What follows belongs to an exercise in optimizing a design on an open flow for small area, a short achievable clock period and few clock cycles per item; a production flow would make more cautious choices. At most, simulation tests tie the RTL to the original design; equivalence was not proved.

## the reference run
## booth_pp_accumulator
module booth_pp_accumulator
(
    input  logic                            Clk,
    input  logic                            Reset,
    input  logic                            In_Valid,
    output logic                            In_Ready,
    input  logic [booth_acc_pkg::PP_W-1:0]  PP0,
    input  logic [booth_acc_pkg::PP_W-1:0]  PP1,
    input  logic [booth_acc_pkg::PP_W-1:0]  PP2,
    input  logic [booth_acc_pkg::PP_W-1:0]  PP3,
    input  logic [booth_acc_pkg::PP_W-1:0]  PP4,
    input  logic [booth_acc_pkg::PP_W-1:0]  PP5,
    input  logic [booth_acc_pkg::PP_W-1:0]  PP6,
    input  logic [booth_acc_pkg::PP_W-1:0]  PP7,
    input  logic [booth_acc_pkg::PP_W-1:0]  PP8,
    input  logic [booth_acc_pkg::PP_W-1:0]  PP9,
    input  logic [booth_acc_pkg::PP_W-1:0]  PP10,
    input  logic [booth_acc_pkg::PP_W-1:0]  PP11,
    input  logic [booth_acc_pkg::PP_W-1:0]  PP12,
    input  logic [booth_acc_pkg::PP_W-1:0]  PP13,
    input  logic [booth_acc_pkg::PP_W-1:0]  PP14,
    input  logic [booth_acc_pkg::PP_W-1:0]  PP15,
    input  logic [31:0]                     PP16,
    input  logic [15:0]                     Error_Correction,
    output logic                            Out_Valid,
    input  logic                            Out_Ready,
    output logic [booth_acc_pkg::PROD_W-1:0] Product,
    output logic                            Busy
);
export LEC_CHECK = 0
export CAP_MARGIN = 20
export CORE_MARGIN = 2
export CORE_UTILIZATION = 60
export CTS_BUF_LIST = sky130_fd_sc_hd__clkbuf_4 sky130_fd_sc_hd__clkbuf_8
export SETUP_SLACK_MARGIN = 1.0
export SLEW_MARGIN = 20
export SYNTH_HIERARCHICAL = 1
export SYNTH_MINIMUM_KEEP_SIZE = 0
create_clock -name core_clock -period 5.0 [get_ports {Clk}]
standard.sh (not shown) runs the stock make flow with config.mk's settings and CLKGATE_MAP_FILE= SYNTH_SCRIPT=/design/flow/synth_recipe.tcl, a recipe that flattens the netlist after the stock synthesis.
==> flow/flow/run.sh <==
#!/bin/bash
# Own layout flow: the standard ORFS flow (standard.sh: its synthesis, floorplan,
# placement, CTS and routing), with two changes:
#  - the I/O port buffers that global placement inserts (one per input and output port,
#    as in the standard flow) are sky130_fd_sc_hd__buf_1 instead of the delay-cell buffer
#    buffer_ports picks by default;
#  - before floorplanning, gates that synthesis sized up are put back at their smallest
#    drive strength (flow/pre_floorplan.tcl); repair then sizes up what timing needs.
# Every tool's output goes to the ORFS logs under orfs/logs and to flow_run.log here.
set -euo pipefail
here=$(cd "$(dirname "$0")" && pwd)
export BUFFER_PORTS_ARGS="-buffer_cell sky130_fd_sc_hd__buf_1"
export PRE_FLOORPLAN_TCL="$here/pre_floorplan.tcl"
bash standard.sh finish > flow_run.log 2>&1
==> flow/flow/pre_floorplan.tcl <==
# Before floorplanning: put the one-cell modules' gates that synthesis sized up back at
# their smallest drive strength (same function); later repair sizes up what timing needs.
set db [ord::get_db]
set swaps {
  sky130_fd_sc_hd__maj3_2  sky130_fd_sc_hd__maj3_1
  sky130_fd_sc_hd__a21oi_2 sky130_fd_sc_hd__a21oi_1
}
set n 0
foreach inst [[ord::get_db_block] getInsts] {
  set name [[$inst getMaster] getName]
  if { [dict exists $swaps $name] } {
    $inst swapMaster [$db findMaster [dict get $swaps $name]]
    incr n
  }
}
puts "pre_floorplan: resized $n cells to the smallest drive strength"
The reference run did not make it past 3_2_place_iop, where a tool error ended it.
Modified inputs, the trial run compared to the reference run
Settings: swapping 60 for 40 in CORE_UTILIZATION.
Relative to the reference run, height of the die increased by about 22% in the trial run. Of the trial run and the reference run, only the trial run finishes the flow clean. Flow for the reference run halted at 3_2_place_iop, error code PPL-0024. From the reference run to the trial run, synthesized cell count did not move at all. The trial run: chip width is about 22% higher than what the reference run reported.
Function was not checked in any run of this note: the RTL went through the layout flow alone.

---

== job 2178 ==
booth_pp_accumulator, a different RTL version from the one above (not shown whole).
Size in the first run: about 17,000 um2 of cells after synthesis.
clock: 5.0 ns
lec_check: 0
cap_margin: 20
core_margin: 2
core_utilization: 40
cts_buf_list: sky130_fd_sc_hd__clkbuf_4 sky130_fd_sc_hd__clkbuf_8
gpl_routability_driven: 0
setup_slack_margin: 0.8
slew_margin: 20
synth_hierarchical: 1
synth_minimum_keep_size: 0
Scripts as last shown in full above: flow/flow/run.sh, flow/flow/pre_floorplan.tcl
Testbench counts of job 2178, summed over its fixed seeds: cycles 4,800, items 2,400.
Changes in job 7111 relative to job 2178:
-- flow/config.mk --
<<< job 2178, line 11
export CTS_BUF_LIST = sky130_fd_sc_hd__clkbuf_4 sky130_fd_sc_hd__clkbuf_8
export GPL_ROUTABILITY_DRIVEN = 0
export SETUP_SLACK_MARGIN = 0.8
>>> job 7111, line 11
export CTS_BUF_LIST = sky130_fd_sc_hd__clkbuf_4 sky130_fd_sc_hd__clkbuf_8
export SETUP_SLACK_MARGIN = 0.8
Notes after the runs:
There was hardly any difference in buffer count excluding the clock tree in the final layout between job 2178 and job 7111.
In terms of wire length, job 2178 and job 7111 differ only marginally.
Relative to job 2178, the pre-CTS setup slack of job 7111 is lower by 23 ps.
Taking job 2178 as the reference point, the combined global-route utilization of all metal layers of job 7111 rises by 0.24 points.
Going from job 2178 to job 7111, fraction of area in multi-input gates about even; final period demand of the worst path -9.2 ps; number of filler instances in the final layout shows a reduction of 76; final cell count without fillers now sits at about the same level.
Between job 2178 and job 7111, the difference in core utilization is negligible.
Every stage of the flow completed for job 7111, and the final layout passed the timing, design-rule and antenna checks.
In job 7111, first-pass GRT wire length is higher than in job 2178.
Met3 layer usage reported by global route: job 2178 and job 7111 compared, higher one is job 2178

==> re-timing with driven ports <==
Ports are ideal in the flow. The routed layouts listed here were re-timed in OpenROAD.
Step 1 assumes that a clkbuf_16 drives the clock port and a buf_2 every other input.
Step 2 times the ports against the registers' clock, not the clock port: input delays grow and output delays shrink by t, the midpoint of the rising clock arrivals with the driver on.
Three values: ideal, step 1, step 2; two values: the first two.
| run | shift t [ns] | slack for setup (ns) | worst hold slack (ns) | clock arrival spread, ns | slew at the worst register clock pin (ns) |
|---|---|---|---|---|---|
| the trial run | 0.426 | 1.073 / 1.091 / 0.665 | 0.617 / 0.617 / 0.617 | 0.015 / 0.016 | 0.11 / 0.11 |
| job 2178 | 0.414 | 1.000 / 0.964 / 0.646 | 0.599 / 0.599 / 0.599 | 0.021 / 0.021 | 0.12 / 0.12 |
| job 7111 | 0.411 | 1.009 / 1.028 / 0.616 | 0.597 / 0.597 / 0.597 | 0.024 / 0.025 | 0.12 / 0.12 |
After both steps setup and hold are still met in every run listed. For the trial run, which loses most, drivers alone change the setup slack by +0.018 ns; drivers and shift together by -0.408 ns.
